This is an optimization exercise on Yosys and OpenROAD, whose aim is small area, a short achievable clock period and few clock cycles per item, not a production implementation.
RTL that was checked went through simulation tests only; none was proved equivalent to the original.
The RTL of runs 1 and 2 was laid out without a check of its function.
Power and IR drop assume default switching activity.

==> flow/design.v <==
package bsc_pkg;
	localparam int WORD_BITS = 64;
	localparam int WORD_SH   = 6;
	localparam int MAX_BITS  = 65536;
	localparam int LEN_W = 17;
	localparam int WC_W  = $clog2(MAX_BITS / WORD_BITS + 1);       
	localparam int TC_W  = $clog2(2 * (MAX_BITS / WORD_BITS) + 1);  
	localparam int NB_W  = WORD_SH + 1;
	localparam int CFG_IDX_W = 1;
	localparam logic [CFG_IDX_W-1:0] REG_FIRST_LEN  = CFG_IDX_W'(0);
	localparam logic [CFG_IDX_W-1:0] REG_SECOND_LEN = CFG_IDX_W'(1);
endpackage
module bsc_front (
	input  logic                          clk,
	input  logic                          arst_n,
	input  logic                          cfg_valid,
	output logic                          cfg_ready,
	input  logic [bsc_pkg::CFG_IDX_W-1:0] cfg_index,
	input  logic [bsc_pkg::LEN_W-1:0]     cfg_data,
	input  logic                          take,       
	output logic                          active,     
	output logic                          drop,       
	output logic                          last,       
	output logic [bsc_pkg::WORD_SH-1:0]   nm1         
);
	localparam int WC_W = bsc_pkg::WC_W;
	localparam int TC_W = bsc_pkg::TC_W;
	localparam int SH   = bsc_pkg::WORD_SH;
	logic [WC_W-1:0] w1_q, w2_q, w_new;
	logic [SH-1:0]   m1_q, m2_q, m_new;
	logic [TC_W-1:0] p_q, total, p_inc;
	logic            in_first, seq_end;
	assign cfg_ready = 1'b1;
	always_comb begin
		if (cfg_data[bsc_pkg::LEN_W-1]) begin
			w_new = WC_W'(bsc_pkg::MAX_BITS / bsc_pkg::WORD_BITS);
			m_new = '1;
		end else begin
			w_new = WC_W'(cfg_data[bsc_pkg::LEN_W-2:SH]) + WC_W'(|cfg_data[SH-1:0]);
			m_new = cfg_data[SH-1:0] - SH'(1);
		end
	end
	always_ff @(posedge clk or negedge arst_n) begin
		if (!arst_n) begin
			w1_q <= '0;
			w2_q <= '0;
			m1_q <= '0;
			m2_q <= '0;
		end else if (cfg_valid) begin
			if (cfg_index == bsc_pkg::REG_FIRST_LEN) begin
				w1_q <= w_new;
				m1_q <= m_new;
			end else begin
				w2_q <= w_new;
				m2_q <= m_new;
			end
		end
	end
	always_comb begin
		total    = TC_W'(w1_q) + TC_W'(w2_q);
		p_inc    = p_q + TC_W'(1);
		active   = total != '0;
		drop     = p_q >= total;
		last     = p_inc == total;
		in_first = p_q < TC_W'(w1_q);
		seq_end  = in_first ? (p_inc == TC_W'(w1_q)) : last;
		nm1      = seq_end ? (in_first ? m1_q : m2_q) : '1;
	end
	always_ff @(posedge clk or negedge arst_n) begin
		if (!arst_n) begin
			p_q <= '0;
		end else if (take && active) begin
			p_q <= (drop || last) ? '0 : p_inc;
		end
	end
endmodule
module bsc_back (
	input  logic                          clk,
	input  logic                          arst_n,
	input  logic                          in_valid,
	output logic                          in_stall,
	input  logic [bsc_pkg::WORD_BITS-1:0] in_word,
	input  logic                          active,
	input  logic                          drop,
	input  logic                          last,
	input  logic [bsc_pkg::WORD_SH-1:0]   nm1,
	output logic                          take,
	output logic                          out_valid,
	input  logic                          out_stall,
	output logic [bsc_pkg::WORD_BITS-1:0] out_word,
	output logic                          out_last
);
	localparam int WB = bsc_pkg::WORD_BITS;
	localparam int SH = bsc_pkg::WORD_SH;
	logic [SH-1:0] fill_q;
	logic          flush_q;
	logic [WB-1:0] held_q;
	logic          out_valid_q, out_last_q;
	logic [WB-1:0] out_word_q;
	logic [SH:0]   sum;
	logic          full_w, use_w, beat_w, out_free, beat;
	logic [WB-1:0] rot, lo_fill, lo_keep, merged, out_d;
	logic [SH-1:0] keep_n;
	logic          trim;
	always_comb begin
		rot = (in_word << fill_q) | ((in_word >> 1) >> (~fill_q));
		lo_fill = ~({WB{1'b1}} << fill_q);
		for (int i = 0; i < WB; i++)
			merged[i] = (flush_q || lo_fill[i]) ? held_q[i] : rot[i];
		sum    = {1'b0, fill_q} + {1'b0, nm1} + (SH+1)'(1);
		full_w = sum[SH];
		use_w  = active && !drop;
		beat_w = use_w && (full_w || last);
		out_free = !out_valid_q || !out_stall;
		in_stall = flush_q || (beat_w && !out_free);
		take     = in_valid && !in_stall;
		beat     = flush_q ? out_free : (take && beat_w);
		trim   = flush_q || (last && !full_w);
		keep_n = flush_q ? fill_q : sum[SH-1:0];
		lo_keep = ~({WB{1'b1}} << keep_n);
		out_d  = merged & (trim ? lo_keep : '1);
	end
	always_ff @(posedge clk or negedge arst_n) begin
		if (!arst_n) begin
			fill_q      <= '0;
			flush_q     <= 1'b0;
			out_valid_q <= 1'b0;
		end else begin
			if (out_free)
				out_valid_q <= beat;
			if (flush_q) begin
				if (out_free) begin
					flush_q <= 1'b0;
					fill_q  <= '0;
				end
			end else if (take && active) begin
				if (drop || (last && !(full_w && sum[SH-1:0] != '0))) begin
					fill_q <= '0;
				end else begin
					fill_q <= sum[SH-1:0];
				end
				flush_q <= use_w && last && full_w && (sum[SH-1:0] != '0);
			end
		end
	end
	always_ff @(posedge clk) begin
		if (beat) begin
			out_word_q <= out_d;
			out_last_q <= flush_q || (last && !(full_w && sum[SH-1:0] != '0));
		end
		if (take && use_w)
			held_q <= full_w ? rot : merged;
	end
	assign out_valid = out_valid_q;
	assign out_word  = out_word_q;
	assign out_last  = out_last_q;
endmodule
module bit_sequence_concatenate (
	input  logic                              clk,
	input  logic                              arst_n,
	input  logic                              cfg_valid,
	output logic                              cfg_ready,
	input  logic [bsc_pkg::CFG_IDX_W-1:0]     cfg_index,
	input  logic [bsc_pkg::LEN_W-1:0]         cfg_data,
	input  logic                              in_valid,
	output logic                              in_stall,
	input  logic [bsc_pkg::WORD_BITS-1:0]     in_word,
	output logic                              out_valid,
	input  logic                              out_stall,
	output logic [bsc_pkg::WORD_BITS-1:0]     out_word,
	output logic                              out_last
);
	logic                        take, active, drop, last;
	logic [bsc_pkg::WORD_SH-1:0] nm1;
	bsc_front u_front (
		.clk       (clk),
		.arst_n    (arst_n),
		.cfg_valid (cfg_valid),
		.cfg_ready (cfg_ready),
		.cfg_index (cfg_index),
		.cfg_data  (cfg_data),
		.take      (take),
		.active    (active),
		.drop      (drop),
		.last      (last),
		.nm1       (nm1)
	);
	bsc_back u_back (
		.clk       (clk),
		.arst_n    (arst_n),
		.in_valid  (in_valid),
		.in_stall  (in_stall),
		.in_word   (in_word),
		.active    (active),
		.drop      (drop),
		.last      (last),
		.nm1       (nm1),
		.take      (take),
		.out_valid (out_valid),
		.out_stall (out_stall),
		.out_word  (out_word),
		.out_last  (out_last)
	);
endmodule
==> flow/run.sh <==
#!/bin/bash
# synth_recipe.tcl (not shown) runs the flow's synth.tcl, then flattens the netlist and writes it again
# the make line also repeats each setting of config.mk as NAME=value (left out here)
make -C /OpenROAD-flow-scripts/flow DESIGN_CONFIG=/design/flow/config.mk WORK_HOME=/design/flow/orfs CLKGATE_MAP_FILE= SYNTH_SCRIPT=/design/flow/synth_recipe.tcl finish
==> flow/config.mk <==
export PLATFORM = sky130hd
export DESIGN_NAME = bit_sequence_concatenate
export DESIGN_NICKNAME = bit_sequence_concatenate
export VERILOG_FILES = /design/flow/design.v
export SDC_FILE = /design/flow/constraint.sdc
export NUM_CORES = 4
export LEC_CHECK = 0
export CAP_MARGIN = 20
export CORE_MARGIN = 2
export CORE_UTILIZATION = 40
export SLEW_MARGIN = 20
==> flow/constraint.sdc <==
create_clock -name core_clock -period 7.0 [get_ports {clk}]
set_input_delay 1.4000 -clock core_clock [delete_from_list [all_inputs] [get_ports {clk}]]
set_output_delay 1.4000 -clock core_clock [all_outputs]
set_load 0.01 [all_outputs]
==> results.py, run 1 <==
metrics = {
    "floorplan": {
        "die_h_um": 201,
        "die_w_um": 201,
        "total_die_area_um2": 40300,
        "placeableCoreArea_um2": 38500,
        "pin_count": 155,
        "floorplan.initialDensity": 0.402,
        "num_rows": 72,
    },
    "synth": {
        "mappedNetlistNets": 1762,
        "synth_compound_gate_area_share": 0.179,
        "synth_mux_area_frac": 0.229,
        "yosys.area_share.simple": 0.146,
        "netlist_instances": 1628,
        "synth_area_per_cell_um2": 9.51,
        "synth-main-ff-cell": "sky130_fd_sc_hd__edfxtp_1",
        "synth_area_leaders": "sky130_fd_sc_hd__edfxtp_1 25%, sky130_fd_sc_hd__mux4_2 13%, sky130_fd_sc_hd__dfrtp_1 8.7%",
        "post-synth-top-area-fraction": 0.248,
        "syn_area_um2": 15500,
        "fraction_of_the_yosys_area_taken_by_sequential_cells": 0.336,
        "post_synth_xor_area_fraction": 0.0294,
        "count_of_flip_flops_with_a_built_in_enable_after_synthesis": 128,
        "synth.distinct_cells": 74,
        "synth-adder-area-share": 0.0390,
        "synth_largest_area_cell": "sky130_fd_sc_hd__edfxtp_1",
        "postSynth.asyncResetShare": 0.297,
        "synth_top_family_by_area": "multiplexers",
        "yosysWarningCount": 2,
        "ys_ff_latch": 182,
    },
    "route": {
        "detail_route.first_pass.iterations": 6,
        "drt-total-wl_um": 49700,
        "vias_per_cell": 6.07,
        "wl_per_cell_um": 22.0,
        "detail-route-antenna-nets": 0,
        "via_count": 13700,
        "drc_errors": 0,
        "initial_drc_count": 1330,
    },
    "status": {
        "outcome": "no timing/DRC/antenna violations",
    },
    "clocking": {
        "cts_hold_repair.buffers": 0,
        "tritoncts": "yes",
        "cts_sinks": 182,
        "clock_latency_ps": 460,
        "cts-root-buf": "sky130_fd_sc_hd__clkbuf_16",
        "largest_buffer_count_on_any_clock_path": 2,
        "clk_transition_reported_paths_ps": 70,
        "ctsHtreeMaxLevel": 4,
        "cts_inserted_buffers": 17,
    },
    "worst_setup_path": {
        "end_kind": "output port",
        "crit_required_ps": 5600,
        "critical_path.max_fanout": 7,
        "r2r_end": "u_back.out_word_q[59]",
        "worst-r2r-cell-count": 21,
        "setup.worst_path.start_class": "flip-flop",
        "critical_path.reg2reg.startpoint": "u_front.w1_q[0]",
        "crit_arrival_ps": 5290,
        "register_to_register_setup_slack_ps": 1120,
        "critPathKind": "reg2out",
    },
    "power": {
        "seq_power_share": 0.226,
        "comb_power_share": 0.679,
        "power.internal_mw": 5.26,
        "power.switching_mw": 4.97,
        "static-leakage-power_nw": 6.81,
        "p_sw_frac": 0.486,
        "clock_power_share": 0.095,
        "power_mw": 10.2,
        "vdd_drop_max_mv": 0.321,
        "power-per-cell-area_nw_per_um2": 562,
    },
    "grt": {
        "grt_overflow_total": 0,
        "grt_pass1_vias": 12900,
        "globalRouteTotalUtil": 0.246,
        "grt_first_pass_wirelength_um": 77000,
        "grt_antenna_before_repair": 0,
        "pin_count_of_the_biggest_net_entering_global_routing": 79,
    },
    "worst_hold_path": {
        "worstHoldStart": "u_front.m1_q[4]",
        "holdPathStages": 2,
        "hold_path_class": "reg2reg",
        "hold-path-endpoint": "u_front.m1_q[4]",
    },
    "timing": {
        "finalCritPeriodShare": 0.956,
        "final.setup.tns_ps": 0,
        "maxSlewHeadroom": 0.311,
        "post-route-worst-setup-slack_ps": 306,
        "timing.clock.skew_ps": 12.7,
        "drv_slew": 0,
        "setup_viol": 0,
        "hold_violations": 0,
        "final.min_clock_period_ps": 6690,
        "max_slew.worst_pin.slew_ps": 1030,
        "max_freq_ghz": 0.149,
    },
    "cells_and_area": {
        "final_nets": 1857,
        "drive_above_1_share": 0.149,
        "insertedDiodeCount": 0,
        "stdcell_count": 2254,
        "finalCoreUtilization": 0.473,
        "syn2layout_area_growth_pct": 17.6,
    },
    "placed_design": {
        "preCtsSetupSlack_ps": 351,
        "numPlacedInstances": 2219,
        "detailedPlacementHpwl_um": 37500,
        "placement.io_buffers": 153,
        "gpl.final_weighted_congestion": 0.924,
    },
    "run": {
        "cap_viol_max_count": 0,
    },
}
layer usage:
| metal | global-route usage | part of all wire | vias to the layer above |
|---|---|---|---|
| met5 | 0 | 0 | - |
| met4 | 0.0712 | 0.026 | 0 |
| met3 | 0.0411 | 0.078 | 65 |
| met2 | 0.386 | 0.46 | 601 |
| met1 | 0.350 | 0.44 | 6711 |
| li1 | - | - | 6297 |
power groups by stage:
stage | combinational [mW] | clock (mW) | sequential (mW)
after floorplan | 4.49 | 0 | 2.30
after global placement | 6.69 | 0 | 2.32
after detailed placement | 6.79 | 0 | 2.34
after CTS | 6.82 | 0.985 | 2.32
after global routing | 7.50 | 1.03 | 2.38
final | 6.95 | 0.969 | 2.31
flip-flops by register name, indices dropped and copies added (netlist names):
register	count
u_front.p_q	12
u_back.held_q	63
u_front.w2_q	11
u_front.m2_q	6
u_back.out_last_q	1
u_back.out_word_q	64
u_back.flush_q	1
u_back.out_valid_q	1
u_front.m1_q	6
u_back.fill_q	6
u_front.w1_q	11
synth_stat cells, types with 8 or more instances:
cell                        count
sky130_fd_sc_hd__nor3_1        11
sky130_fd_sc_hd__a221oi_1      26
sky130_fd_sc_hd__o21ai_0      163
sky130_fd_sc_hd__o31ai_1        8
sky130_fd_sc_hd__o211ai_1      13
sky130_fd_sc_hd__o21a_1         9
sky130_fd_sc_hd__a21o_1        29
sky130_fd_sc_hd__dfrtp_1       54
sky130_fd_sc_hd__edfxtp_1     128
sky130_fd_sc_hd__mux2_2        45
sky130_fd_sc_hd__buf_2         14
sky130_fd_sc_hd__clkbuf_1      77
sky130_fd_sc_hd__a211oi_1      11
sky130_fd_sc_hd__a21oi_1       86
sky130_fd_sc_hd__or3_1          8
sky130_fd_sc_hd__buf_1         19
sky130_fd_sc_hd__and3_1        10
sky130_fd_sc_hd__ha_1          45
sky130_fd_sc_hd__o2bb2ai_1     12
sky130_fd_sc_hd__nor2_1       168
sky130_fd_sc_hd__a31oi_1       14
sky130_fd_sc_hd__nand2b_1      26
sky130_fd_sc_hd__nand2_1      225
sky130_fd_sc_hd__xnor2_1       24
sky130_fd_sc_hd__inv_1         44
sky130_fd_sc_hd__xor2_1        20
sky130_fd_sc_hd__nand3_1       34
sky130_fd_sc_hd__mux2i_1      104
sky130_fd_sc_hd__mux4_2        89
logic make-up (layout without fill, tap and decap cells):
family,count (synthesis),in the layout
and+or+nand+nor,521,521
xor gates and xnor gates,47,47
buffers and inverters,160,268
adders and majority gates,47,47
other,1,1
AOI/OAI and AO/OA,432,432
DFF,182,182
muxes,238,238
through the flow:
stage / area, um2 / hold WS, ps
2_1_floorplan: 15500 / 450
3_3_place_gp: 17500 / 472
3_5_place_dp: 17500 / 476
4_1_cts: 18100 / 492
5_1_grt: 18200 / 532
6_report: 18200 / 487
worst max path at each step:
stage	start	to	slack (ps)	depth (start not counted)
after floorplan	u_front.w1_q[0]	u_back.held_q[0]	450	22
after global placement	u_front.w1_q[0]	in_stall	430	22
after detailed placement	u_front.w1_q[0]	in_stall	350	23
after CTS	u_front.w1_q[0]	in_stall	1	23
after global routing	u_front.w1_q[2]	in_stall	-20	21
final	u_front.w1_q[0]	in_stall	310	23
critical path, stage by stage, from the launching register on:
cell and delay, ps:
sky130_fd_sc_hd__dfrtp_1 370, sky130_fd_sc_hd__ha_2 210, sky130_fd_sc_hd__inv_1 60, sky130_fd_sc_hd__fa_1 400, sky130_fd_sc_hd__nand2b_4 190, sky130_fd_sc_hd__a21o_4 230
sky130_fd_sc_hd__a311oi_2 300, sky130_fd_sc_hd__xnor2_1 150, sky130_fd_sc_hd__nand2_1 100, sky130_fd_sc_hd__or3_4 410, sky130_fd_sc_hd__nor2_1 120, sky130_fd_sc_hd__nand2_2 130
sky130_fd_sc_hd__o22ai_2 150, sky130_fd_sc_hd__ha_2 230, sky130_fd_sc_hd__fa_1 220, sky130_fd_sc_hd__nor2b_1 60, sky130_fd_sc_hd__o21ai_1 180, sky130_fd_sc_hd__a21oi_1 100
sky130_fd_sc_hd__o21ai_1 190, sky130_fd_sc_hd__nand2b_2 90, sky130_fd_sc_hd__a21oi_2 140, sky130_fd_sc_hd__nor2_2 80, sky130_fd_sc_hd__a21o_1 220, sky130_fd_sc_hd__clkdlybuf4s50_1 490
timing repair:
item / CTS / global route
pin swaps: 1 / 5
setup buffers: 1 / 2
gates resized for setup: 5 / 21
setup endpoints to repair: 1 / 1
area by class of cell:
| class | instances | area, um2 |
|---|---|---|
| Clock inverter | 14 | 140 |
| Timing Repair Buffer | 191 | 1840 |
| Inverter | 45 | 169 |
| Tap cell | 518 | 648 |
| Sequential cell | 182 | 5210 |
| Multi-Input combinational cell | 1286 | 9770 |
| Fill cell | 3597 | 20300 |
| Clock buffer | 18 | 429 |
cells in the final DEF (no fill, tap or decap), drive strengths merged, types with 7 or more instances in the layout:
| master | Yosys | routed |
|---|---|---|
| ha | 45 | 45 |
| nand2 | 225 | 225 |
| o22ai | 8 | 8 |
| inv | 45 | 53 |
| or3 | 8 | 8 |
| a211oi | 11 | 11 |
| o21ai | 166 | 166 |
| a31oi | 14 | 14 |
| o2bb2ai | 12 | 12 |
| nor2 | 168 | 168 |
| edfxtp | 128 | 128 |
| clkbuf | 77 | 18 |
| a21o | 29 | 29 |
| nand2b | 26 | 26 |
| nand3 | 35 | 35 |
| xor2 | 20 | 20 |
| nor3 | 11 | 11 |
| mux4 | 89 | 89 |
| and3 | 10 | 10 |
| dfrtp | 54 | 54 |
| o31ai | 9 | 9 |
| and2 | 7 | 7 |
| mux2 | 45 | 45 |
| xnor2 | 24 | 24 |
| mux2i | 104 | 104 |
| o21a | 9 | 9 |
| o211ai | 14 | 14 |
| a21oi | 86 | 86 |
| buf | 38 | 39 |
| a221oi | 30 | 30 |
| clkdlybuf4s50 | 0 | 152 |
| nor2b | 7 | 7 |
==> inputs of run 2 (changes only) <==
--- a/flow/design.v
+++ b/flow/design.v
@@ -19,4 +19,5 @@
 	input  logic [bsc_pkg::LEN_W-1:0]     cfg_data,
 	input  logic                          take,       
+	output logic                          dirty,      
 	output logic                          active,     
 	output logic                          drop,       
@@ -29,6 +30,10 @@
 	logic [WC_W-1:0] w1_q, w2_q, w_new;
 	logic [SH-1:0]   m1_q, m2_q, m_new;
-	logic [TC_W-1:0] p_q, total, p_inc;
-	logic            in_first, seq_end;
+	logic [TC_W-1:0] p_q, q, total, q_inc;
+	logic            dirty_q, active_q, drop_q, last_q;
+	logic [SH-1:0]   nm1_q;
+	logic            n_drop, n_last, n_first, n_seq_end;
+	logic [SH-1:0]   n_nm1;
+	logic            step;
 	assign cfg_ready = 1'b1;
 	always_comb begin
@@ -58,20 +63,43 @@
 	end
 	always_comb begin
-		total    = TC_W'(w1_q) + TC_W'(w2_q);
-		p_inc    = p_q + TC_W'(1);
-		active   = total != '0;
-		drop     = p_q >= total;
-		last     = p_inc == total;
-		in_first = p_q < TC_W'(w1_q);
-		seq_end  = in_first ? (p_inc == TC_W'(w1_q)) : last;
-		nm1      = seq_end ? (in_first ? m1_q : m2_q) : '1;
-	end
+		if (dirty_q)
+			q = p_q;
+		else if (drop_q || last_q)
+			q = '0;
+		else
+			q = p_q + TC_W'(1);
+		total     = TC_W'(w1_q) + TC_W'(w2_q);
+		q_inc     = q + TC_W'(1);
+		n_drop    = q >= total;
+		n_last    = q_inc == total;
+		n_first   = q < TC_W'(w1_q);
+		n_seq_end = n_first ? (q_inc == TC_W'(w1_q)) : n_last;
+		n_nm1     = n_seq_end ? (n_first ? m1_q : m2_q) : '1;
+	end
+	assign step = dirty_q || (take && active_q);
 	always_ff @(posedge clk or negedge arst_n) begin
 		if (!arst_n) begin
-			p_q <= '0;
-		end else if (take && active) begin
-			p_q <= (drop || last) ? '0 : p_inc;
-		end
-	end
+			p_q      <= '0;
+			dirty_q  <= 1'b0;
+			active_q <= 1'b0;
+			drop_q   <= 1'b0;
+			last_q   <= 1'b0;
+			nm1_q    <= '0;
+		end else begin
+			dirty_q <= cfg_valid;
+			if (step) begin
+				p_q      <= q;
+				active_q <= total != '0;
+				drop_q   <= n_drop;
+				last_q   <= n_last;
+				nm1_q    <= n_nm1;
+			end
+		end
+	end
+	assign dirty  = dirty_q;
+	assign active = active_q;
+	assign drop   = drop_q;
+	assign last   = last_q;
+	assign nm1    = nm1_q;
 endmodule
 module bsc_back (
@@ -81,4 +109,5 @@
 	output logic                          in_stall,
 	input  logic [bsc_pkg::WORD_BITS-1:0] in_word,
+	input  logic                          dirty,
 	input  logic                          active,
 	input  logic                          drop,
@@ -113,5 +142,5 @@
 		beat_w = use_w && (full_w || last);
 		out_free = !out_valid_q || !out_stall;
-		in_stall = flush_q || (beat_w && !out_free);
+		in_stall = dirty || flush_q || !out_free;
 		take     = in_valid && !in_stall;
 		beat     = flush_q ? out_free : (take && beat_w);
@@ -149,6 +178,7 @@
 			out_last_q <= flush_q || (last && !(full_w && sum[SH-1:0] != '0));
 		end
-		if (take && use_w)
-			held_q <= full_w ? rot : merged;
+		for (int i = 0; i < WB; i++)
+			if (take && use_w && (full_w || !lo_fill[i]))
+				held_q[i] <= rot[i];
 	end
 	assign out_valid = out_valid_q;
@@ -171,5 +201,5 @@
 	output logic                              out_last
 );
-	logic                        take, active, drop, last;
+	logic                        take, dirty, active, drop, last;
 	logic [bsc_pkg::WORD_SH-1:0] nm1;
 	bsc_front u_front (
@@ -181,4 +211,5 @@
 		.cfg_data  (cfg_data),
 		.take      (take),
+		.dirty     (dirty),
 		.active    (active),
 		.drop      (drop),
@@ -192,4 +223,5 @@
 		.in_stall  (in_stall),
 		.in_word   (in_word),
+		.dirty     (dirty),
 		.active    (active),
 		.drop      (drop),
==> run 2 against run 1 <==
  * Maximum frequency increased by 55%
  * Global-route usage increased by 1.1 points
  * Via count up 5.0%
  * Sequential power decreased by 8%
  * Combinational power down 24%
  * Critical path type is now reg2reg
  * Largest power group unchanged
  * Highest routed layer unchanged
==> results.py, run 2 <==
metrics = {
    "route": {
        "drt-total-wl_um": 53800,
        "drc_errors": 0,
        "vias_per_cell": 6.08,
        "detail_route.first_pass.iterations": 6,
        "via_count": 14400,
        "detail-route-antenna-nets": 0,
        "wl_per_cell_um": 22.8,
        "initial_drc_count": 1435,
    },
    "placed_design": {
        "placement.io_buffers": 153,
        "gpl.final_weighted_congestion": 0.951,
        "detailedPlacementHpwl_um": 40800,
        "preCtsSetupSlack_ps": 2510,
        "numPlacedInstances": 2330,
        "dpl_cell_area_um2": 17900,
    },
    "synth": {
        "post-synth-top-count-cell": "sky130_fd_sc_hd__nand2_1",
        "ys_ff_latch": 192,
        "synth.distinct_cells": 88,
        "netlist_instances": 1756,
        "fraction_of_the_yosys_area_taken_by_sequential_cells": 0.339,
        "synth_area_per_cell_um2": 9.16,
        "synth-main-ff-cell": "sky130_fd_sc_hd__edfxtp_1",
        "count_of_flip_flops_with_a_built_in_enable_after_synthesis": 128,
        "synth_largest_area_cell": "sky130_fd_sc_hd__edfxtp_1",
        "postSynth.asyncResetShare": 0.333,
        "synth.top_cells.by_count": "202 x sky130_fd_sc_hd__nand2_1, 175 x sky130_fd_sc_hd__nor2_1, 158 x sky130_fd_sc_hd__o21ai_0, 128 x sky130_fd_sc_hd__edfxtp_1, 124 x sky130_fd_sc_hd__mux2i_1",
        "mappedNetlistNets": 1891,
        "syn_area_um2": 16100,
        "post-synth-top-area-fraction": 0.239,
        "synth_area_leaders": "sky130_fd_sc_hd__edfxtp_1 24%, sky130_fd_sc_hd__dfrtp_1 10%, sky130_fd_sc_hd__mux2i_1 7.7%",
        "yosysWarningCount": 2,
    },
    "floorplan": {
        "die_w_um": 205,
        "floorplan.initialDensity": 0.405,
        "total_die_area_um2": 41800,
        "num_rows": 73,
        "placeableCoreArea_um2": 39700,
        "pin_count": 155,
        "die_h_um": 205,
    },
    "power": {
        "power-per-cell-area_nw_per_um2": 452,
        "seq_power_share": 0.253,
        "p_sw_frac": 0.482,
        "power.switching_mw": 4.04,
        "clock_power_share": 0.118,
        "static-leakage-power_nw": 7.00,
        "power_mw": 8.37,
        "comb_power_share": 0.630,
        "power.internal_mw": 4.33,
        "vdd_drop_max_mv": 0.241,
    },
    "timing": {
        "hold_violations": 0,
        "max_freq_ghz": 0.231,
        "maxSlewHeadroom": 0.329,
        "post-route-worst-setup-slack_ps": 2670,
        "rsz_0062_raised_after_global_routing": "no",
        "drv_slew": 0,
        "finalCritPeriodShare": 0.619,
        "setup_viol": 0,
        "final.min_clock_period_ps": 4330,
        "timing.clock.skew_ps": 17.0,
        "max_slew.worst_pin.slew_ps": 1000,
        "final.setup.tns_ps": 0,
        "worst_hold_slack_ps": 490,
    },
    "cells_and_area": {
        "stdcell_count": 2362,
        "largestRegisters": "u_back.out_word_q x64, u_back.held_q x63, u_front.p_q x12",
        "finalCoreUtilization": 0.466,
        "most-common-layout-cells": "201 x sky130_fd_sc_hd__nand2_1, 175 x sky130_fd_sc_hd__nor2_1, 158 x sky130_fd_sc_hd__o21ai_0",
        "drive_above_1_share": 0.125,
        "insertedDiodeCount": 0,
        "registers.top_by_ff_count": "u_back.out_word_q",
        "number_of_flip_flops_in_the_largest_register": 64,
        "layout_commonest_cell": "sky130_fd_sc_hd__nand2_1",
        "final_nets": 1959,
        "syn2layout_area_growth_pct": 15.1,
        "post-route-cell-area_um2": 18500,
    },
    "grt": {
        "grt_pass1_vias": 13600,
        "grt_first_pass_wirelength_um": 81300,
        "pin_count_of_the_biggest_net_entering_global_routing": 83,
        "grt_overflow_total": 0,
        "grt_antenna_before_repair": 0,
        "globalRouteTotalUtil": 0.257,
    },
    "worst_hold_path": {
        "worstHoldStart": "u_front.m2_q[1]",
        "holdPathStages": 2,
        "hold-path-endpoint": "u_front.m2_q[1]",
        "hold_path_class": "reg2reg",
    },
    "worst_setup_path": {
        "cp_slowest_stage_delay_ps": 680,
        "worst_path_max_delay_cell": "sky130_fd_sc_hd__dfrtp_4",
        "critical_path.top_delay_family": "compound AO/OA/AOI/OAI gates",
        "critPathKind": "reg2reg",
        "crit_buf_inv": 4,
        "worstPathCellList": "inv_1 -> ha_1 -> inv_1 -> fa_1 -> a21o_1 -> a21oi_1 -> o21bai_1 -> a21oi_2 -> buf_4 -> a21o_1 -> nand2b_1 -> buf_4 -> nor2_1 -> a211oi_1",
        "critical_path.max_fanout": 32,
        "r2r_end": "u_back.out_word_q[17]",
        "setup.worst_path.start_class": "flip-flop",
        "crit_arrival_ps": 4490,
        "register_to_register_setup_slack_ps": 2670,
        "end_kind": "flip-flop",
        "critical_path_startpoint": "u_back.fill_q[0]",
        "crit_required_ps": 7160,
        "critical_path.reg2reg.startpoint": "u_back.fill_q[0]",
        "worst-r2r-cell-count": 14,
    },
    "clocking": {
        "cts_inserted_buffers": 17,
        "postCtsSetupBuffers": 0,
        "clk_transition_reported_paths_ps": 80,
        "clock_latency_ps": 450,
        "post_cts_resize_count": 0,
        "cts_sinks": 192,
        "cts_hold_repair.buffers": 0,
        "largest_buffer_count_on_any_clock_path": 2,
        "tritoncts": "yes",
        "ctsHtreeMaxLevel": 4,
        "cts-root-buf": "sky130_fd_sc_hd__clkbuf_16",
    },
    "run": {
        "cap_viol_max_count": 0,
    },
    "status": {
        "outcome": "no timing/DRC/antenna violations",
    },
}
-- run 2: power groups by stage --
stage	registers, mW	logic (mW)	clock network [mW]
floorplan	2.05	3.45	0
global placement	2.13	5.09	0
detailed placement	2.14	5.15	0
CTS	2.12	5.17	1.01
global route	2.16	5.62	1.06
finish	2.12	5.27	0.984
-- run 2: worst max path at each step --
stage / endpoint / slack [ps] / depth (start not counted)
after floorplan: u_back.out_last_q / 2560 / 13
after global placement: u_back.out_word_q[38] / 2590 / 7
after detailed placement: u_back.out_word_q[38] / 2510 / 7
after CTS: u_front.nm1_q[5] / 2690 / 12
after global routing: u_back.out_word_q[13] / 2410 / 12
final: u_back.out_word_q[17] / 2670 / 14
-- run 2: final cells by class --
class                   count  area [um2]
well taps                 525         657
inverters                  48         180
fillers                  3800       21200
clock buffers              17         425
repair buffers            174        1680
multi-input cells        1391        9950
clock inverters            15         150
flip-flops and latches    192        5460
-- run 2: kinds of logic (layout without fill, tap and decap cells) --
kind of cell	after synthesis	count (layout)	share of synthesized area
DFF	192	192	0.339
AOI/OAI and AO/OA	454	454	0.176
buffers and inverters	173	254	0.0435
adders and majority gates	48	48	0.0383
xor gates and xnor gates	42	42	0.0255
muxes	252	252	0.205
other	1	1	0.000233
and+or+nand+nor	594	594	0.173
-- run 2: metal layers --
metal | wire [um] | vias to the layer above | global-route usage | part of all wire
li1 | - | 6656 | - | -
met1 | 21500 | 6993 | 0.322 | 0.40
met2 | 26500 | 607 | 0.439 | 0.49
met3 | 3240 | 107 | 0.0336 | 0.060
met4 | 2610 | 0 | 0.119 | 0.049
met5 | 0 | - | 0 | 0
-- run 2: worst register-to-register path, cell delays in order, from the launching register on --
cell and delay, ps:
sky130_fd_sc_hd__dfrtp_4 680, sky130_fd_sc_hd__inv_1 200, sky130_fd_sc_hd__ha_1 210, sky130_fd_sc_hd__inv_1 80
sky130_fd_sc_hd__fa_1 420, sky130_fd_sc_hd__a21o_1 190, sky130_fd_sc_hd__a21oi_1 220, sky130_fd_sc_hd__o21bai_1 110
sky130_fd_sc_hd__a21oi_2 130, sky130_fd_sc_hd__buf_4 380, sky130_fd_sc_hd__a21o_1 300, sky130_fd_sc_hd__nand2b_1 240
sky130_fd_sc_hd__buf_4 260, sky130_fd_sc_hd__nor2_1 450, sky130_fd_sc_hd__a211oi_1 180
==> inputs of run 3 (changes only) <==
--- a/flow/design.v
+++ b/flow/design.v
@@ -28,21 +28,24 @@
 	localparam int TC_W = bsc_pkg::TC_W;
 	localparam int SH   = bsc_pkg::WORD_SH;
+	localparam int LW   = bsc_pkg::LEN_W;
 	logic [WC_W-1:0] w1_q, w2_q, w_new;
 	logic [SH-1:0]   m1_q, m2_q, m_new;
-	logic [TC_W-1:0] p_q, q, total, q_inc;
-	logic            dirty_q, active_q, drop_q, last_q;
-	logic [SH-1:0]   nm1_q;
-	logic            n_drop, n_last, n_first, n_seq_end;
-	logic [SH-1:0]   n_nm1;
-	logic            step;
+	logic [TC_W-1:0] p_q, p_inc, p_inc2, total;
+	logic            dirty_q, active_q, drop_q, last_q, first_q, s1end_q;
+	logic            step, frame_end, next_p0;
+	logic            new_z, new_one, w1_z, w1_one, w2_z, w2_one;
+	logic            c1_z, c1_one, c2_z, c2_one;
 	assign cfg_ready = 1'b1;
 	always_comb begin
-		if (cfg_data[bsc_pkg::LEN_W-1]) begin
+		if (cfg_data[LW-1]) begin
 			w_new = WC_W'(bsc_pkg::MAX_BITS / bsc_pkg::WORD_BITS);
 			m_new = '1;
 		end else begin
-			w_new = WC_W'(cfg_data[bsc_pkg::LEN_W-2:SH]) + WC_W'(|cfg_data[SH-1:0]);
+			w_new = WC_W'(cfg_data[LW-2:SH]) + WC_W'(|cfg_data[SH-1:0]);
 			m_new = cfg_data[SH-1:0] - SH'(1);
 		end
+		new_z   = cfg_data == '0;
+		new_one = (cfg_data[LW-1:SH+1] == '0) &&
+			(cfg_data[SH] ? (cfg_data[SH-1:0] == '0) : (cfg_data[SH-1:0] != '0));
 	end
 	always_ff @(posedge clk or negedge arst_n) begin
@@ -63,19 +66,19 @@
 	end
 	always_comb begin
-		if (dirty_q)
-			q = p_q;
-		else if (drop_q || last_q)
-			q = '0;
-		else
-			q = p_q + TC_W'(1);
-		total     = TC_W'(w1_q) + TC_W'(w2_q);
-		q_inc     = q + TC_W'(1);
-		n_drop    = q >= total;
-		n_last    = q_inc == total;
-		n_first   = q < TC_W'(w1_q);
-		n_seq_end = n_first ? (q_inc == TC_W'(w1_q)) : n_last;
-		n_nm1     = n_seq_end ? (n_first ? m1_q : m2_q) : '1;
-	end
-	assign step = dirty_q || (take && active_q);
+		total  = TC_W'(w1_q) + TC_W'(w2_q);
+		p_inc  = p_q + TC_W'(1);
+		p_inc2 = p_q + TC_W'(2);
+		w1_z   = w1_q == '0;
+		w1_one = w1_q == WC_W'(1);
+		w2_z   = w2_q == '0;
+		w2_one = w2_q == WC_W'(1);
+		c1_z   = (cfg_valid && cfg_index == bsc_pkg::REG_FIRST_LEN)  ? new_z   : w1_z;
+		c1_one = (cfg_valid && cfg_index == bsc_pkg::REG_FIRST_LEN)  ? new_one : w1_one;
+		c2_z   = (cfg_valid && cfg_index == bsc_pkg::REG_SECOND_LEN) ? new_z   : w2_z;
+		c2_one = (cfg_valid && cfg_index == bsc_pkg::REG_SECOND_LEN) ? new_one : w2_one;
+		frame_end = drop_q || last_q;
+		step      = take && active_q;
+		next_p0   = step ? frame_end : (p_q == '0);
+	end
 	always_ff @(posedge clk or negedge arst_n) begin
 		if (!arst_n) begin
@@ -85,13 +88,35 @@
 			drop_q   <= 1'b0;
 			last_q   <= 1'b0;
-			nm1_q    <= '0;
+			first_q  <= 1'b0;
+			s1end_q  <= 1'b0;
 		end else begin
-			dirty_q <= cfg_valid;
-			if (step) begin
-				p_q      <= q;
+			if (step)
+				p_q <= frame_end ? '0 : p_inc;
+			if (cfg_valid) begin
+				dirty_q <= !next_p0;
+				active_q <= !(c1_z && c2_z);
+				drop_q   <= c1_z && c2_z;
+				last_q   <= (c1_one && c2_z) || (c1_z && c2_one);
+				first_q  <= !c1_z;
+				s1end_q  <= c1_one;
+			end else if (dirty_q) begin
+				dirty_q  <= 1'b0;
 				active_q <= total != '0;
-				drop_q   <= n_drop;
-				last_q   <= n_last;
-				nm1_q    <= n_nm1;
+				drop_q   <= p_q >= total;
+				last_q   <= p_inc == total;
+				first_q  <= p_q < TC_W'(w1_q);
+				s1end_q  <= p_inc == TC_W'(w1_q);
+			end else if (step) begin
+				if (frame_end) begin
+					drop_q  <= w1_z && w2_z;
+					last_q  <= (w1_one && w2_z) || (w1_z && w2_one);
+					first_q <= !w1_z;
+					s1end_q <= w1_one;
+				end else begin
+					drop_q  <= 1'b0;
+					last_q  <= p_inc2 == total;
+					first_q <= first_q && !s1end_q;
+					s1end_q <= p_inc2 == TC_W'(w1_q);
+				end
 			end
 		end
@@ -101,5 +126,5 @@
 	assign drop   = drop_q;
 	assign last   = last_q;
-	assign nm1    = nm1_q;
+	assign nm1    = (first_q && s1end_q) ? m1_q : ((!first_q && last_q) ? m2_q : '1);
 endmodule
 module bsc_back (
--- a/flow/config.mk
+++ b/flow/config.mk
@@ -8,4 +8,5 @@
 export CAP_MARGIN = 20
 export CORE_MARGIN = 2
-export CORE_UTILIZATION = 40
+export CORE_UTILIZATION = 60
+export SETUP_SLACK_MARGIN = 3.6
 export SLEW_MARGIN = 20
==> run 3 against run 2 <==
  * Via count up 7.8%
  * Highest routed layer is now met5
  * Setup slack better by 870 ps
  * Largest power group unchanged
  * Global-route usage up 13 points
  * Still clean
  * Non-clock buffer count up 28
  * Sequential power about the same
==> results.py, run 3 <==
metrics = {
    "synth": {
        "post-synth-top-area-fraction": 0.236,
        "synth.distinct_cells": 88,
        "synth-main-ff-cell": "sky130_fd_sc_hd__edfxtp_1",
        "fraction_of_the_yosys_area_taken_by_sequential_cells": 0.328,
        "postSynth.asyncResetShare": 0.319,
        "synth_area_per_cell_um2": 9.23,
        "synth_area_leaders": "sky130_fd_sc_hd__edfxtp_1 24%, sky130_fd_sc_hd__mux4_2 11%, sky130_fd_sc_hd__dfrtp_1 9.2%",
        "synth.top_cells.by_count": "213 x sky130_fd_sc_hd__nand2_1, 188 x sky130_fd_sc_hd__nor2_1, 152 x sky130_fd_sc_hd__a21oi_1, 128 x sky130_fd_sc_hd__edfxtp_1, 127 x sky130_fd_sc_hd__o21ai_0",
        "mappedNetlistNets": 1899,
        "yosysWarningCount": 2,
        "count_of_flip_flops_with_a_built_in_enable_after_synthesis": 128,
        "ys_ff_latch": 188,
        "post-synth-top-count-cell": "sky130_fd_sc_hd__nand2_1",
        "synth_largest_area_cell": "sky130_fd_sc_hd__edfxtp_1",
        "netlist_instances": 1765,
        "syn_area_um2": 16300,
    },
    "timing": {
        "drv_slew": 0,
        "worst_hold_slack_ps": 485,
        "finalCritPeriodShare": 0.495,
        "hold_violations": 0,
        "max_freq_ghz": 0.289,
        "maxSlewHeadroom": 0.217,
        "rsz_0062_raised_after_global_routing": "yes",
        "max_slew.worst_pin.slew_ps": 1170,
        "final.min_clock_period_ps": 3470,
        "final.setup.tns_ps": 0,
        "post-route-worst-setup-slack_ps": 3530,
        "timing.clock.skew_ps": 15.9,
        "setup_viol": 0,
    },
    "placed_design": {
        "gpl.final_weighted_congestion": 0.982,
        "dpl_cell_area_um2": 17900,
        "numPlacedInstances": 2155,
        "detailedPlacementHpwl_um": 39800,
        "placement.io_buffers": 153,
        "preCtsSetupSlack_ps": 1830,
    },
    "cells_and_area": {
        "insertedDiodeCount": 0,
        "drive_above_1_share": 0.195,
        "number_of_flip_flops_in_the_largest_register": 64,
        "largestRegisters": "u_back.out_word_q x64, u_back.held_q x63, u_front.p_q x12",
        "most-common-layout-cells": "208 x sky130_fd_sc_hd__nand2_1, 175 x sky130_fd_sc_hd__nor2_1, 144 x sky130_fd_sc_hd__a21oi_1",
        "stdcell_count": 2212,
        "layout_commonest_cell": "sky130_fd_sc_hd__nand2_1",
        "registers.top_by_ff_count": "u_back.out_word_q",
        "finalCoreUtilization": 0.717,
        "post-route-cell-area_um2": 19200,
        "syn2layout_area_growth_pct": 17.9,
        "final_nets": 1992,
    },
    "worst_hold_path": {
        "hold_path_class": "reg2reg",
        "holdPathStages": 2,
        "hold-path-endpoint": "u_front.m2_q[5]",
        "worstHoldStart": "u_front.m2_q[5]",
    },
    "floorplan": {
        "placeableCoreArea_um2": 26800,
        "die_h_um": 169,
        "num_rows": 60,
        "pin_count": 155,
        "total_die_area_um2": 28500,
        "floorplan.initialDensity": 0.608,
        "die_w_um": 169,
    },
    "route": {
        "drc_errors": 0,
        "initial_drc_count": 2358,
        "detail_route.first_pass.iterations": 7,
        "detail-route-antenna-nets": 0,
        "vias_per_cell": 7.00,
        "drt-total-wl_um": 55300,
        "wl_per_cell_um": 25.0,
        "via_count": 15500,
    },
    "clocking": {
        "cts_sinks": 188,
        "tritoncts": "yes",
        "largest_buffer_count_on_any_clock_path": 2,
        "clock_latency_ps": 450,
        "ctsHtreeMaxLevel": 4,
        "clk_transition_reported_paths_ps": 70,
        "cts_inserted_buffers": 17,
        "cts-root-buf": "sky130_fd_sc_hd__clkbuf_16",
        "cts_hold_repair.buffers": 0,
    },
    "worst_setup_path": {
        "setup.worst_path.start_class": "input port",
        "worst-r2r-cell-count": 11,
        "crit_required_ps": 7180,
        "critical_path.reg2reg.startpoint": "u_front.first_q",
        "critical_path.max_fanout": 4,
        "end_kind": "flip-flop",
        "register_to_register_setup_slack_ps": 3620,
        "critPathKind": "in2reg",
        "crit_arrival_ps": 3650,
        "critical_path_startpoint": "in_word[34]",
        "r2r_end": "u_back.out_word_q[6]",
    },
    "run": {
        "cap_viol_max_count": 0,
    },
    "power": {
        "power_mw": 10.3,
        "power-per-cell-area_nw_per_um2": 538,
        "static-leakage-power_nw": 7.55,
        "vdd_drop_max_mv": 0.338,
    },
    "grt": {
        "globalRouteTotalUtil": 0.383,
        "grt_antenna_before_repair": 0,
        "grt_overflow_total": 0,
        "grt_pass1_vias": 13900,
        "pin_count_of_the_biggest_net_entering_global_routing": 80,
        "grt_first_pass_wirelength_um": 83100,
    },
    "status": {
        "outcome": "no timing/DRC/antenna violations",
    },
}
[run 3: timing repair]
item | 4_1_cts | 5_1_grt
gates cloned | 2 | 0
setup endpoints to repair | 275 | 163
gates resized for setup | 170 | 152
pin swaps | 10 | 14
setup buffers | 14 | 9
[run 3: worst max-delay path by stage]
stage,slack [ps],end,cells past startpoint
floorplan,3600,u_back.out_last_q,15
global placement,2040,u_back.out_word_q[23],7
detailed placement,1830,u_back.out_word_q[31],7
CTS,3600,u_back.out_word_q[27],13
global route,3540,u_back.out_word_q[12],13
finish,3530,u_back.out_word_q[6],8
[run 3: cells by family after synthesis]
logic type	share of synthesized area
fa+ha+maj	0.0370
other cells	0.000230
mux	0.207
xor+xnor	0.0422
buf+inv	0.0507
flops	0.328
compound gates	0.183
simple gates	0.152
[run 3: per-layer routing]
| metal | share of wire | wire length [um] | global-route usage | vias up |
|---|---|---|---|---|
| met3 | 0.14 | 7990 | 0.106 | 175 |
| met4 | 0.035 | 1940 | 0.104 | 2 |
| met1 | 0.41 | 22900 | 0.588 | 7333 |
| met5 | 0.00040 | 22 | 0 | - |
| li1 | - | - | - | 6751 |
| met2 | 0.41 | 22500 | 0.532 | 1225 |
[run 3: area by class of cell]
| type | count | area (um2) |
|---|---|---|
| clock inverter | 15 | 134 |
| multi-input combinational | 1384 | 10800 |
| fill | 2061 | 7580 |
| inverter | 65 | 246 |
| sequential | 188 | 5360 |
| timing repair buffer | 202 | 1860 |
| tap | 341 | 427 |
| clock buffer | 17 | 425 |
[run 3: critical path, cell delays in order]
cell	delay (ps)
sky130_fd_sc_hd__dlygate4sd2_1	280
sky130_fd_sc_hd__mux4_2	530
sky130_fd_sc_hd__mux2_4	320
sky130_fd_sc_hd__mux2i_2	190
sky130_fd_sc_hd__mux2i_1	130
sky130_fd_sc_hd__or2_1	240
sky130_fd_sc_hd__a21boi_1	180
sky130_fd_sc_hd__o31a_1	380
[run 3: power breakdown]
part           internal [mW]  switching (mW)  total [mW]
Clock                  0.469           0.493       0.962
Sequential              1.93           0.197        2.13
Combinational           2.67            4.58        7.25
Total                   5.07            5.27        10.3
Testbench counts of run 3, summed over its fixed seeds: cycles 41,851, items 32,328.
==> inputs of run 4 (changes only) <==
==> flow/flow/run.sh (new file) <==
#!/bin/bash
# The standard layout, with the port buffers made of the smallest plain
# buffer (sky130_fd_sc_hd__buf_1) instead of the cell buffer_ports picks.
# Every input and output port still gets its own buffer; repair_design and
# repair_timing may resize them as usual. make's full output goes to
# flow_make.log in this folder.
set -euo pipefail
export BUFFER_PORTS_ARGS="-buffer_cell sky130_fd_sc_hd__buf_1"
bash standard.sh > flow_make.log 2>&1
==> flow/standard.sh (new file) <==
#!/bin/bash
# synth_recipe.tcl (not shown) runs the flow's synth.tcl, then flattens the netlist and writes it again
# the make line also repeats each setting of config.mk as NAME=value (left out here)
make -C /OpenROAD-flow-scripts/flow DESIGN_CONFIG=/design/flow/config.mk WORK_HOME=/design/flow/orfs CLKGATE_MAP_FILE= SYNTH_SCRIPT=/design/flow/synth_recipe.tcl "${@:-finish}"
removed: flow/run.sh
==> run 4 against run 3 <==
  * Utilization shrank 4.1 points
  * Area after synthesis stayed put
  * Power shrank 4.6%
  * Global-route usage up 0.27 points
  * Sequential share of layout area rose by 1.7 points
  * Setup slack improved by 14 ps
  * Routed wire length down 0.22%
  * Worst hold slack improved by 6.5 ps
  * Clock power up 2%
  * Via count fell by 1.6%
  * Sequential cell count is the same
==> results.py, run 4 <==
metrics = {
    "clocking": {
        "ctsHtreeMaxLevel": 4,
        "cts-root-buf": "sky130_fd_sc_hd__clkbuf_16",
        "cts_hold_repair.buffers": 0,
        "tritoncts": "yes",
        "cts_sinks": 188,
        "cts_inserted_buffers": 17,
        "clk_transition_reported_paths_ps": 70,
        "largest_buffer_count_on_any_clock_path": 2,
        "clock_latency_ps": 460,
    },
    "floorplan": {
        "placeableCoreArea_um2": 26800,
        "total_die_area_um2": 28500,
        "num_rows": 60,
        "die_h_um": 169,
        "floorplan.initialDensity": 0.608,
        "pin_count": 155,
        "die_w_um": 169,
    },
    "worst_hold_path": {
        "hold_path_class": "reg2reg",
    },
    "worst_setup_path": {
        "critical_path.max_fanout": 4,
        "setup.worst_path.start_class": "input port",
        "crit_required_ps": 7190,
        "end_kind": "flip-flop",
        "crit_arrival_ps": 3640,
        "critPathKind": "in2reg",
        "register_to_register_setup_slack_ps": 3610,
    },
    "status": {
        "outcome": "no timing/DRC/antenna violations",
    },
    "timing": {
        "final.setup.tns_ps": 0,
        "max_freq_ghz": 0.290,
        "post-route-worst-setup-slack_ps": 3550,
        "max_slew.worst_pin.slew_ps": 841,
        "hold_violations": 0,
        "final.min_clock_period_ps": 3450,
        "drv_slew": 0,
        "maxSlewHeadroom": 0.437,
        "setup_viol": 0,
        "rsz_0062_raised_after_global_routing": "yes",
        "timing.clock.skew_ps": 13.3,
        "finalCritPeriodShare": 0.493,
    },
    "synth": {
        "post-synth-top-count-cell": "sky130_fd_sc_hd__nand2_1",
        "synth-main-ff-cell": "sky130_fd_sc_hd__edfxtp_1",
        "postSynth.asyncResetShare": 0.319,
        "netlist_instances": 1765,
        "count_of_flip_flops_with_a_built_in_enable_after_synthesis": 128,
        "yosysWarningCount": 2,
        "synth_largest_area_cell": "sky130_fd_sc_hd__edfxtp_1",
        "fraction_of_the_yosys_area_taken_by_sequential_cells": 0.328,
        "ys_ff_latch": 188,
        "post-synth-top-area-fraction": 0.236,
        "synth.distinct_cells": 88,
        "mappedNetlistNets": 1899,
        "synth.top_cells.by_count": "213 x sky130_fd_sc_hd__nand2_1, 188 x sky130_fd_sc_hd__nor2_1, 152 x sky130_fd_sc_hd__a21oi_1, 128 x sky130_fd_sc_hd__edfxtp_1, 127 x sky130_fd_sc_hd__o21ai_0",
        "syn_area_um2": 16300,
        "synth_area_per_cell_um2": 9.23,
        "synth_area_leaders": "sky130_fd_sc_hd__edfxtp_1 24%, sky130_fd_sc_hd__mux4_2 11%, sky130_fd_sc_hd__dfrtp_1 9.2%",
    },
    "route": {
        "maxUsedRoutingLayer": "met5",
        "initial_drc_count": 2217,
        "via_count": 15200,
        "drc_errors": 0,
        "drt-total-wl_um": 55200,
        "detail_route.wirelength.met1_um": 24000,
        "dr_wl_met2_um": 22200,
        "wl_per_cell_um": 25.0,
        "detail-route-antenna-nets": 0,
        "met3_routed_wirelength_um": 7380,
        "detail_route.first_pass.iterations": 6,
        "vias_per_cell": 6.90,
    },
    "cells_and_area": {
        "largestRegisters": "u_back.out_word_q x64, u_back.held_q x63, u_front.p_q x12",
        "final_nets": 1989,
        "number_of_flip_flops_in_the_largest_register": 64,
        "most-common-layout-cells": "207 x sky130_fd_sc_hd__nand2_1, 178 x sky130_fd_sc_hd__nor2_1, 149 x sky130_fd_sc_hd__buf_1",
        "syn2layout_area_growth_pct": 11.2,
        "layout.area.seq_um2": 5360,
        "drive_above_1_share": 0.163,
        "finalCoreUtilization": 0.676,
        "final_layout_fill_cell_count": 2246,
        "multi_input_comb_area_um2": 10500,
        "stdcell_count": 2208,
        "layout_commonest_cell": "sky130_fd_sc_hd__nand2_1",
        "registers.top_by_ff_count": "u_back.out_word_q",
        "insertedDiodeCount": 0,
    },
    "power": {
        "static-leakage-power_nw": 7.00,
        "power_mw": 9.87,
        "vdd_drop_max_mv": 0.384,
        "power-per-cell-area_nw_per_um2": 545,
    },
    "grt": {
        "grt_first_pass_wirelength_um": 83700,
        "grt_overflow_total": 0,
        "grt_antenna_before_repair": 1,
        "grt_pass1_vias": 13600,
        "globalRouteTotalUtil": 0.386,
        "pin_count_of_the_biggest_net_entering_global_routing": 80,
    },
    "run": {
        "cap_viol_max_count": 0,
    },
    "placed_design": {
        "preCtsSetupSlack_ps": 2630,
        "placement.io_buffers": 153,
        "gpl.final_weighted_congestion": 0.973,
        "detailedPlacementHpwl_um": 39900,
        "numPlacedInstances": 2153,
    },
}
==> run 4: cell counts after synthesis <==
Identical to the previous run, type by type.
==> run 4: worst max-delay path: stages <==
cell and delay [ps]:
sky130_fd_sc_hd__buf_1 130, sky130_fd_sc_hd__mux4_1 570, sky130_fd_sc_hd__mux2_2 340, sky130_fd_sc_hd__mux2i_1 200, sky130_fd_sc_hd__mux2i_1 160, sky130_fd_sc_hd__or2_1 250, sky130_fd_sc_hd__a21boi_1 180, sky130_fd_sc_hd__o31a_1 400
==> run 4: repair_timing <==
action / 4_1_cts / 5_1_grt
setup endpoints to repair: 228 / 168
pin swaps: 1 / 9
buffers inserted: 3 / 18
gates cloned: 1 / 2
gates resized for setup: 49 / 62
==> run 4: path summary, 6_finish.rpt <==
kind	startpoint	endpoint	depth (start not counted)
setup / recovery	in_word[33]	u_back.out_word_q[6]	8
hold / removal	u_front.m2_q[4]	u_front.m2_q[4]	2
setup reg to reg	u_back.fill_q[0]	u_back.out_word_q[6]	9
hold reg to reg	u_front.m2_q[4]	u_front.m2_q[4]	2
max in group asynchronous	arst_n	u_back.fill_q[0]	2
min in group asynchronous	arst_n	u_front.w1_q[5]	2
==> run 4: area by class of cell <==
cell class,instances,area share
Multi-Input combinational cell,1385,0.580
Inverter,65,0.0137
Tap cell,341,0.0235
Clock buffer,17,0.0235
Clock inverter,14,0.00711
Timing Repair Buffer,198,0.0559
Sequential cell,188,0.296
==> run 4: layer usage <==
layer  up-vias  track usage
met2      1063        0.515
met3       134        0.105
met5         -            0
met4         2        0.108
li1       6738            -
met1      7300        0.609
==> run 4: kinds of logic (layout without fill, tap and decap cells) <==
kind of cell / count (synthesis) / count (layout) / share of synthesized area
AO/OA/AOI/OAI: 477 / 477 / 0.183
XOR/XNOR: 73 / 73 / 0.0422
adder cells (fa/ha/maj): 47 / 47 / 0.0370
buffers and inverters: 194 / 294 / 0.0507
flip-flops: 188 / 188 / 0.328
multiplexers: 224 / 224 / 0.207
other: 1 / 1 / 0.000230
AND/OR/NAND/NOR: 561 / 563 / 0.152
==> run 4: stage by stage <==
| stage | hold slack [ps] | cell area [um2] |
|---|---|---|
| after floorplan | 450 | 16300 |
| after global placement | 462 | 16900 |
| after detailed placement | 479 | 16900 |
| after CTS | 495 | 17700 |
| after global routing | 532 | 18100 |
| final | 492 | 18100 |
==> run 4: power breakdown <==
part | total, mW | switching [mW] | internal (mW)
registers | 2.19 | 0.264 | 1.93
logic | 6.69 | 4.35 | 2.35
clock network | 0.978 | 0.509 | 0.469
==> inputs of run 5 (changes only) <==
--- a/flow/design.v
+++ b/flow/design.v
@@ -23,5 +23,5 @@
 	output logic                          drop,       
 	output logic                          last,       
-	output logic [bsc_pkg::WORD_SH-1:0]   nm1         
+	output logic [bsc_pkg::WORD_SH-1:0]   nbits       
 );
 	localparam int WC_W = bsc_pkg::WC_W;
@@ -30,7 +30,8 @@
 	localparam int LW   = bsc_pkg::LEN_W;
 	logic [WC_W-1:0] w1_q, w2_q, w_new;
-	logic [SH-1:0]   m1_q, m2_q, m_new;
-	logic [TC_W-1:0] p_q, p_inc, p_inc2, total;
+	logic [SH-1:0]   k1_q, k2_q, k_new;
+	logic [TC_W-1:0] p_q, p_inc, x, x_inc, total;
 	logic            dirty_q, active_q, drop_q, last_q, first_q, s1end_q;
+	logic            g_drop, g_last, g_first, g_s1end;
 	logic            step, frame_end, next_p0;
 	logic            new_z, new_one, w1_z, w1_one, w2_z, w2_one;
@@ -40,8 +41,8 @@
 		if (cfg_data[LW-1]) begin
 			w_new = WC_W'(bsc_pkg::MAX_BITS / bsc_pkg::WORD_BITS);
-			m_new = '1;
+			k_new = '0;
 		end else begin
 			w_new = WC_W'(cfg_data[LW-2:SH]) + WC_W'(|cfg_data[SH-1:0]);
-			m_new = cfg_data[SH-1:0] - SH'(1);
+			k_new = cfg_data[SH-1:0];
 		end
 		new_z   = cfg_data == '0;
@@ -53,13 +54,13 @@
 			w1_q <= '0;
 			w2_q <= '0;
-			m1_q <= '0;
-			m2_q <= '0;
+			k1_q <= '0;
+			k2_q <= '0;
 		end else if (cfg_valid) begin
 			if (cfg_index == bsc_pkg::REG_FIRST_LEN) begin
 				w1_q <= w_new;
-				m1_q <= m_new;
+				k1_q <= k_new;
 			end else begin
 				w2_q <= w_new;
-				m2_q <= m_new;
+				k2_q <= k_new;
 			end
 		end
@@ -68,5 +69,10 @@
 		total  = TC_W'(w1_q) + TC_W'(w2_q);
 		p_inc  = p_q + TC_W'(1);
-		p_inc2 = p_q + TC_W'(2);
+		x       = dirty_q ? p_q : p_inc;
+		x_inc   = x + TC_W'(1);
+		g_drop  = x >= total;
+		g_last  = x_inc == total;
+		g_first = x < TC_W'(w1_q);
+		g_s1end = x_inc == TC_W'(w1_q);
 		w1_z   = w1_q == '0;
 		w1_one = w1_q == WC_W'(1);
@@ -100,23 +106,16 @@
 				first_q  <= !c1_z;
 				s1end_q  <= c1_one;
-			end else if (dirty_q) begin
+			end else if (dirty_q || (step && !frame_end)) begin
 				dirty_q  <= 1'b0;
 				active_q <= total != '0;
-				drop_q   <= p_q >= total;
-				last_q   <= p_inc == total;
-				first_q  <= p_q < TC_W'(w1_q);
-				s1end_q  <= p_inc == TC_W'(w1_q);
+				drop_q   <= g_drop;
+				last_q   <= g_last;
+				first_q  <= g_first;
+				s1end_q  <= g_s1end;
 			end else if (step) begin
-				if (frame_end) begin
-					drop_q  <= w1_z && w2_z;
-					last_q  <= (w1_one && w2_z) || (w1_z && w2_one);
-					first_q <= !w1_z;
-					s1end_q <= w1_one;
-				end else begin
-					drop_q  <= 1'b0;
-					last_q  <= p_inc2 == total;
-					first_q <= first_q && !s1end_q;
-					s1end_q <= p_inc2 == TC_W'(w1_q);
-				end
+				drop_q  <= w1_z && w2_z;
+				last_q  <= (w1_one && w2_z) || (w1_z && w2_one);
+				first_q <= !w1_z;
+				s1end_q <= w1_one;
 			end
 		end
@@ -126,5 +125,5 @@
 	assign drop   = drop_q;
 	assign last   = last_q;
-	assign nm1    = (first_q && s1end_q) ? m1_q : ((!first_q && last_q) ? m2_q : '1);
+	assign nbits  = (first_q && s1end_q) ? k1_q : ((!first_q && last_q) ? k2_q : '0);
 endmodule
 module bsc_back (
@@ -138,5 +137,5 @@
 	input  logic                          drop,
 	input  logic                          last,
-	input  logic [bsc_pkg::WORD_SH-1:0]   nm1,
+	input  logic [bsc_pkg::WORD_SH-1:0]   nbits,      
 	output logic                          take,
 	output logic                          out_valid,
@@ -154,14 +153,11 @@
 	logic [SH:0]   sum;
 	logic          full_w, use_w, beat_w, out_free, beat;
-	logic [WB-1:0] rot, lo_fill, lo_keep, merged, out_d;
-	logic [SH-1:0] keep_n;
+	logic [WB-1:0] rot, lo_fill, lo_keep, out_d;
 	logic          trim;
 	always_comb begin
 		rot = (in_word << fill_q) | ((in_word >> 1) >> (~fill_q));
 		lo_fill = ~({WB{1'b1}} << fill_q);
-		for (int i = 0; i < WB; i++)
-			merged[i] = (flush_q || lo_fill[i]) ? held_q[i] : rot[i];
-		sum    = {1'b0, fill_q} + {1'b0, nm1} + (SH+1)'(1);
-		full_w = sum[SH];
+		sum    = {1'b0, fill_q} + {1'b0, nbits};
+		full_w = sum[SH] || (nbits == '0);
 		use_w  = active && !drop;
 		beat_w = use_w && (full_w || last);
@@ -170,8 +166,9 @@
 		take     = in_valid && !in_stall;
 		beat     = flush_q ? out_free : (take && beat_w);
-		trim   = flush_q || (last && !full_w);
-		keep_n = flush_q ? fill_q : sum[SH-1:0];
-		lo_keep = ~({WB{1'b1}} << keep_n);
-		out_d  = merged & (trim ? lo_keep : '1);
+		trim    = last && !full_w;
+		lo_keep = ~({WB{1'b1}} << sum[SH-1:0]);
+		for (int i = 0; i < WB; i++)
+			out_d[i] = (lo_fill[i] && held_q[i]) ||
+				(!lo_fill[i] && !flush_q && (!trim || lo_keep[i]) && rot[i]);
 	end
 	always_ff @(posedge clk or negedge arst_n) begin
@@ -227,5 +224,5 @@
 );
 	logic                        take, dirty, active, drop, last;
-	logic [bsc_pkg::WORD_SH-1:0] nm1;
+	logic [bsc_pkg::WORD_SH-1:0] nbits;
 	bsc_front u_front (
 		.clk       (clk),
@@ -240,5 +237,5 @@
 		.drop      (drop),
 		.last      (last),
-		.nm1       (nm1)
+		.nbits     (nbits)
 	);
 	bsc_back u_back (
@@ -252,5 +249,5 @@
 		.drop      (drop),
 		.last      (last),
-		.nm1       (nm1),
+		.nbits     (nbits),
 		.take      (take),
 		.out_valid (out_valid),
==> run 5 against run 4 <==
  * Final cell count about the same
  * Synthesized cell count down 0.40%
  * Non-clock buffer count up 15
  * Critical endpoint is now u_back.out_word_q[34]
==> results.py, run 5 <==
metrics = {
    "route": {
        "maxUsedRoutingLayer": "met4",
        "met3_routed_wirelength_um": 6590,
        "wl_per_cell_um": 25.4,
        "drc_errors": 0,
        "detail_route.first_pass.iterations": 7,
        "vias_per_cell": 6.92,
        "initial_drc_count": 2216,
        "via_count": 15300,
        "dr_wl_met2_um": 25200,
        "detail-route-antenna-nets": 0,
        "detail_route.wirelength.met1_um": 20900,
        "drt-total-wl_um": 56100,
    },
    "timing": {
        "setup_viol": 0,
        "post-route-worst-setup-slack_ps": 3520,
        "hold_violations": 0,
        "max_slew.worst_pin.slew_ps": 1120,
        "maxSlewHeadroom": 0.244,
        "timing.clock.skew_ps": 23.2,
        "final.setup.tns_ps": 0,
        "finalCritPeriodShare": 0.497,
        "max_freq_ghz": 0.287,
        "drv_slew": 0,
        "rsz_0062_raised_after_global_routing": "yes",
        "final.min_clock_period_ps": 3480,
        "worst_hold_slack_ps": 492,
    },
    "worst_hold_path": {
        "worstHoldStart": "u_front.k1_q[2]",
        "hold-path-endpoint": "u_front.k1_q[2]",
        "holdPathStages": 2,
        "hold_path_class": "reg2reg",
    },
    "grt": {
        "globalRouteTotalUtil": 0.401,
        "grt_overflow_total": 0,
        "grt_antenna_before_repair": 0,
        "grt_first_pass_wirelength_um": 85400,
        "pin_count_of_the_biggest_net_entering_global_routing": 76,
        "grt_pass1_vias": 14200,
    },
    "cells_and_area": {
        "number_of_flip_flops_in_the_largest_register": 64,
        "layout_commonest_cell": "sky130_fd_sc_hd__nand2_1",
        "most-common-layout-cells": "279 x sky130_fd_sc_hd__nand2_1, 167 x sky130_fd_sc_hd__nor2_1, 149 x sky130_fd_sc_hd__a21oi_1, 149 x sky130_fd_sc_hd__buf_1, 128 x sky130_fd_sc_hd__edfxtp_1",
        "final_nets": 1992,
        "registers.top_by_ff_count": "u_back.out_word_q",
        "largestRegisters": "u_back.out_word_q x64, u_back.held_q x63, u_front.p_q x12",
        "drive_above_1_share": 0.163,
        "stdcell_count": 2207,
        "final_layout_fill_cell_count": 2099,
        "insertedDiodeCount": 0,
        "syn2layout_area_growth_pct": 12.8,
    },
    "synth": {
        "post-synth-top-count-cell": "sky130_fd_sc_hd__nand2_1",
        "ys_ff_latch": 188,
        "netlist_instances": 1758,
        "syn_area_um2": 15700,
        "synth_largest_area_cell": "sky130_fd_sc_hd__edfxtp_1",
        "synth_area_leaders": "sky130_fd_sc_hd__edfxtp_1 24%, sky130_fd_sc_hd__mux4_2 11%, sky130_fd_sc_hd__dfrtp_1 9.5%",
        "post-synth-top-area-fraction": 0.244,
        "mappedNetlistNets": 1891,
        "postSynth.asyncResetShare": 0.319,
        "synth.distinct_cells": 80,
        "synth_area_per_cell_um2": 8.96,
        "fraction_of_the_yosys_area_taken_by_sequential_cells": 0.339,
        "synth-main-ff-cell": "sky130_fd_sc_hd__edfxtp_1",
        "count_of_flip_flops_with_a_built_in_enable_after_synthesis": 128,
        "yosysWarningCount": 2,
        "synth.top_cells.by_count": "282 x sky130_fd_sc_hd__nand2_1, 178 x sky130_fd_sc_hd__nor2_1, 161 x sky130_fd_sc_hd__a21oi_1, 128 x sky130_fd_sc_hd__edfxtp_1, 105 x sky130_fd_sc_hd__o21ai_0",
    },
    "floorplan": {
        "pin_count": 155,
        "die_h_um": 166,
        "floorplan.initialDensity": 0.608,
        "num_rows": 59,
        "die_w_um": 166,
        "total_die_area_um2": 27600,
        "placeableCoreArea_um2": 25900,
    },
    "worst_setup_path": {
        "critPathMostFrequentCell": "sky130_fd_sc_hd__mux2i_1",
        "r2r_end": "u_back.out_word_q[27]",
        "worst_path_max_delay_cell": "sky130_fd_sc_hd__mux4_2",
        "critical_path.max_fanout": 4,
        "crit_buf_inv": 1,
        "setup.worst_path.start_class": "input port",
        "register_to_register_setup_slack_ps": 3620,
        "critical_path.reg2reg.startpoint": "u_front.last_q",
        "critPathKind": "in2reg",
        "end_kind": "flip-flop",
        "critical_path_startpoint": "in_word[31]",
        "worstPathCellList": "buf_1 -> mux4_2 -> mux2i_1 -> nand2_1 -> o21ai_0 -> mux2i_1 -> nor2_1 -> a2111oi_0 -> mux2_1",
        "crit_arrival_ps": 3680,
        "crit_required_ps": 7200,
        "worst-r2r-cell-count": 12,
        "worst-path-stages": 9,
        "critical_path.top_delay_family": "multiplexers",
        "cp_slowest_stage_delay_ps": 540,
    },
    "placed_design": {
        "detailedPlacementHpwl_um": 40700,
        "preCtsSetupSlack_ps": 2670,
        "numPlacedInstances": 2143,
        "gpl.final_weighted_congestion": 0.998,
        "placement.io_buffers": 153,
    },
    "run": {
        "cap_viol_max_count": 0,
    },
    "power": {
        "vdd_drop_max_mv": 0.303,
        "comb_power_share": 0.674,
        "power-per-cell-area_nw_per_um2": 550,
        "clock_power_share": 0.107,
        "seq_power_share": 0.219,
        "power_mw": 9.77,
        "power.switching_mw": 5.02,
        "power.internal_mw": 4.75,
        "static-leakage-power_nw": 6.82,
        "p_sw_frac": 0.514,
    },
    "clocking": {
        "cts_sinks": 188,
        "clk_transition_reported_paths_ps": 80,
        "clock_latency_ps": 450,
        "largest_buffer_count_on_any_clock_path": 2,
        "tritoncts": "yes",
        "cts-root-buf": "sky130_fd_sc_hd__clkbuf_16",
        "cts_inserted_buffers": 17,
        "cts_hold_repair.buffers": 0,
        "ctsHtreeMaxLevel": 4,
    },
    "status": {
        "outcome": "no timing/DRC/antenna violations",
    },
}
-- run 5: kinds of logic after synthesis --
family | Yosys count | share of synthesized area
adders and majority gates | 46 | 0.0375
muxes | 173 | 0.174
and+or+nand+nor | 632 | 0.176
xor gates and xnor gates | 62 | 0.0350
DFF | 188 | 0.339
AOI/OAI and AO/OA | 479 | 0.188
buffers and inverters | 177 | 0.0491
other | 1 | 0.000238
-- run 5: timing repair --
action | CTS | global route
setup buffers | 10 | 20
cloned | 1 | 1
pin swaps | 5 | 17
endpoints found under the setup margin | 261 | 160
gates resized for setup | 41 | 75
-- run 5: power groups by stage --
stage          Sequential (mW)  Combinational [mW]  Clock, mW
2_1_floorplan             2.13                4.03          0
3_3_place_gp              2.18                5.83          0
3_5_place_dp              2.19                5.92          0
4_1_cts                   2.14                6.10       1.05
5_1_grt                   2.17                6.89       1.09
6_report                  2.14                6.58       1.05
-- run 5: worst max path at each step --
stage / end
finish: u_back.out_word_q[34]
global route: u_back.out_word_q[34]
CTS: u_back.held_q[12]
detailed placement: u_back.fill_q[2]
global placement: u_back.fill_q[2]
floorplan: u_back.out_word_q[14]
-- run 5: layout make-up --
class / count / area, um2 / area share
well taps: 335 / 419 / 0.0236
clock inverters: 15 / 203 / 0.0114
repair buffers: 213 / 1190 / 0.0668
multi-input cells: 1393 / 9990 / 0.563
inverters: 46 / 178 / 0.0100
clock buffers: 17 / 425 / 0.0239
flip-flops and latches: 188 / 5360 / 0.302
-- run 5: metrics by stage --
stage               instance area, um2   util
finish                           17800  0.686
global placement                 16400  0.632
detailed placement               16400  0.632
CTS                              17300  0.668
floorplan                        15800      -
global route                     17800  0.686
-- run 5: tightest hold or removal path, delay by kind of cell (launching register included) --
family / cells / cell delay (ps)
AND/OR/NAND/NOR: 1 / 50
flip-flops: 1 / 350
AO/OA/AOI/OAI: 1 / 60
-- run 5: per-layer routing --
layer / vias to the layer above / global-route usage
met2: 1081 / 0.627
met5: - / 0
met4: 0 / 0.188
met1: 7266 / 0.536
met3: 214 / 0.0879
li1: 6710 / -
Testbench counts of run 5, summed over its fixed seeds: cycles 41,851, items 32,328.

Check on run 5: ideal ports give 3.520 ns setup slack; a clkbuf_16 on the clock port and buf_2 on the inputs give 3.548 ns; moving port delays by the midpoint clock arrival (0.492 ns) as well gives 3.056 ns.
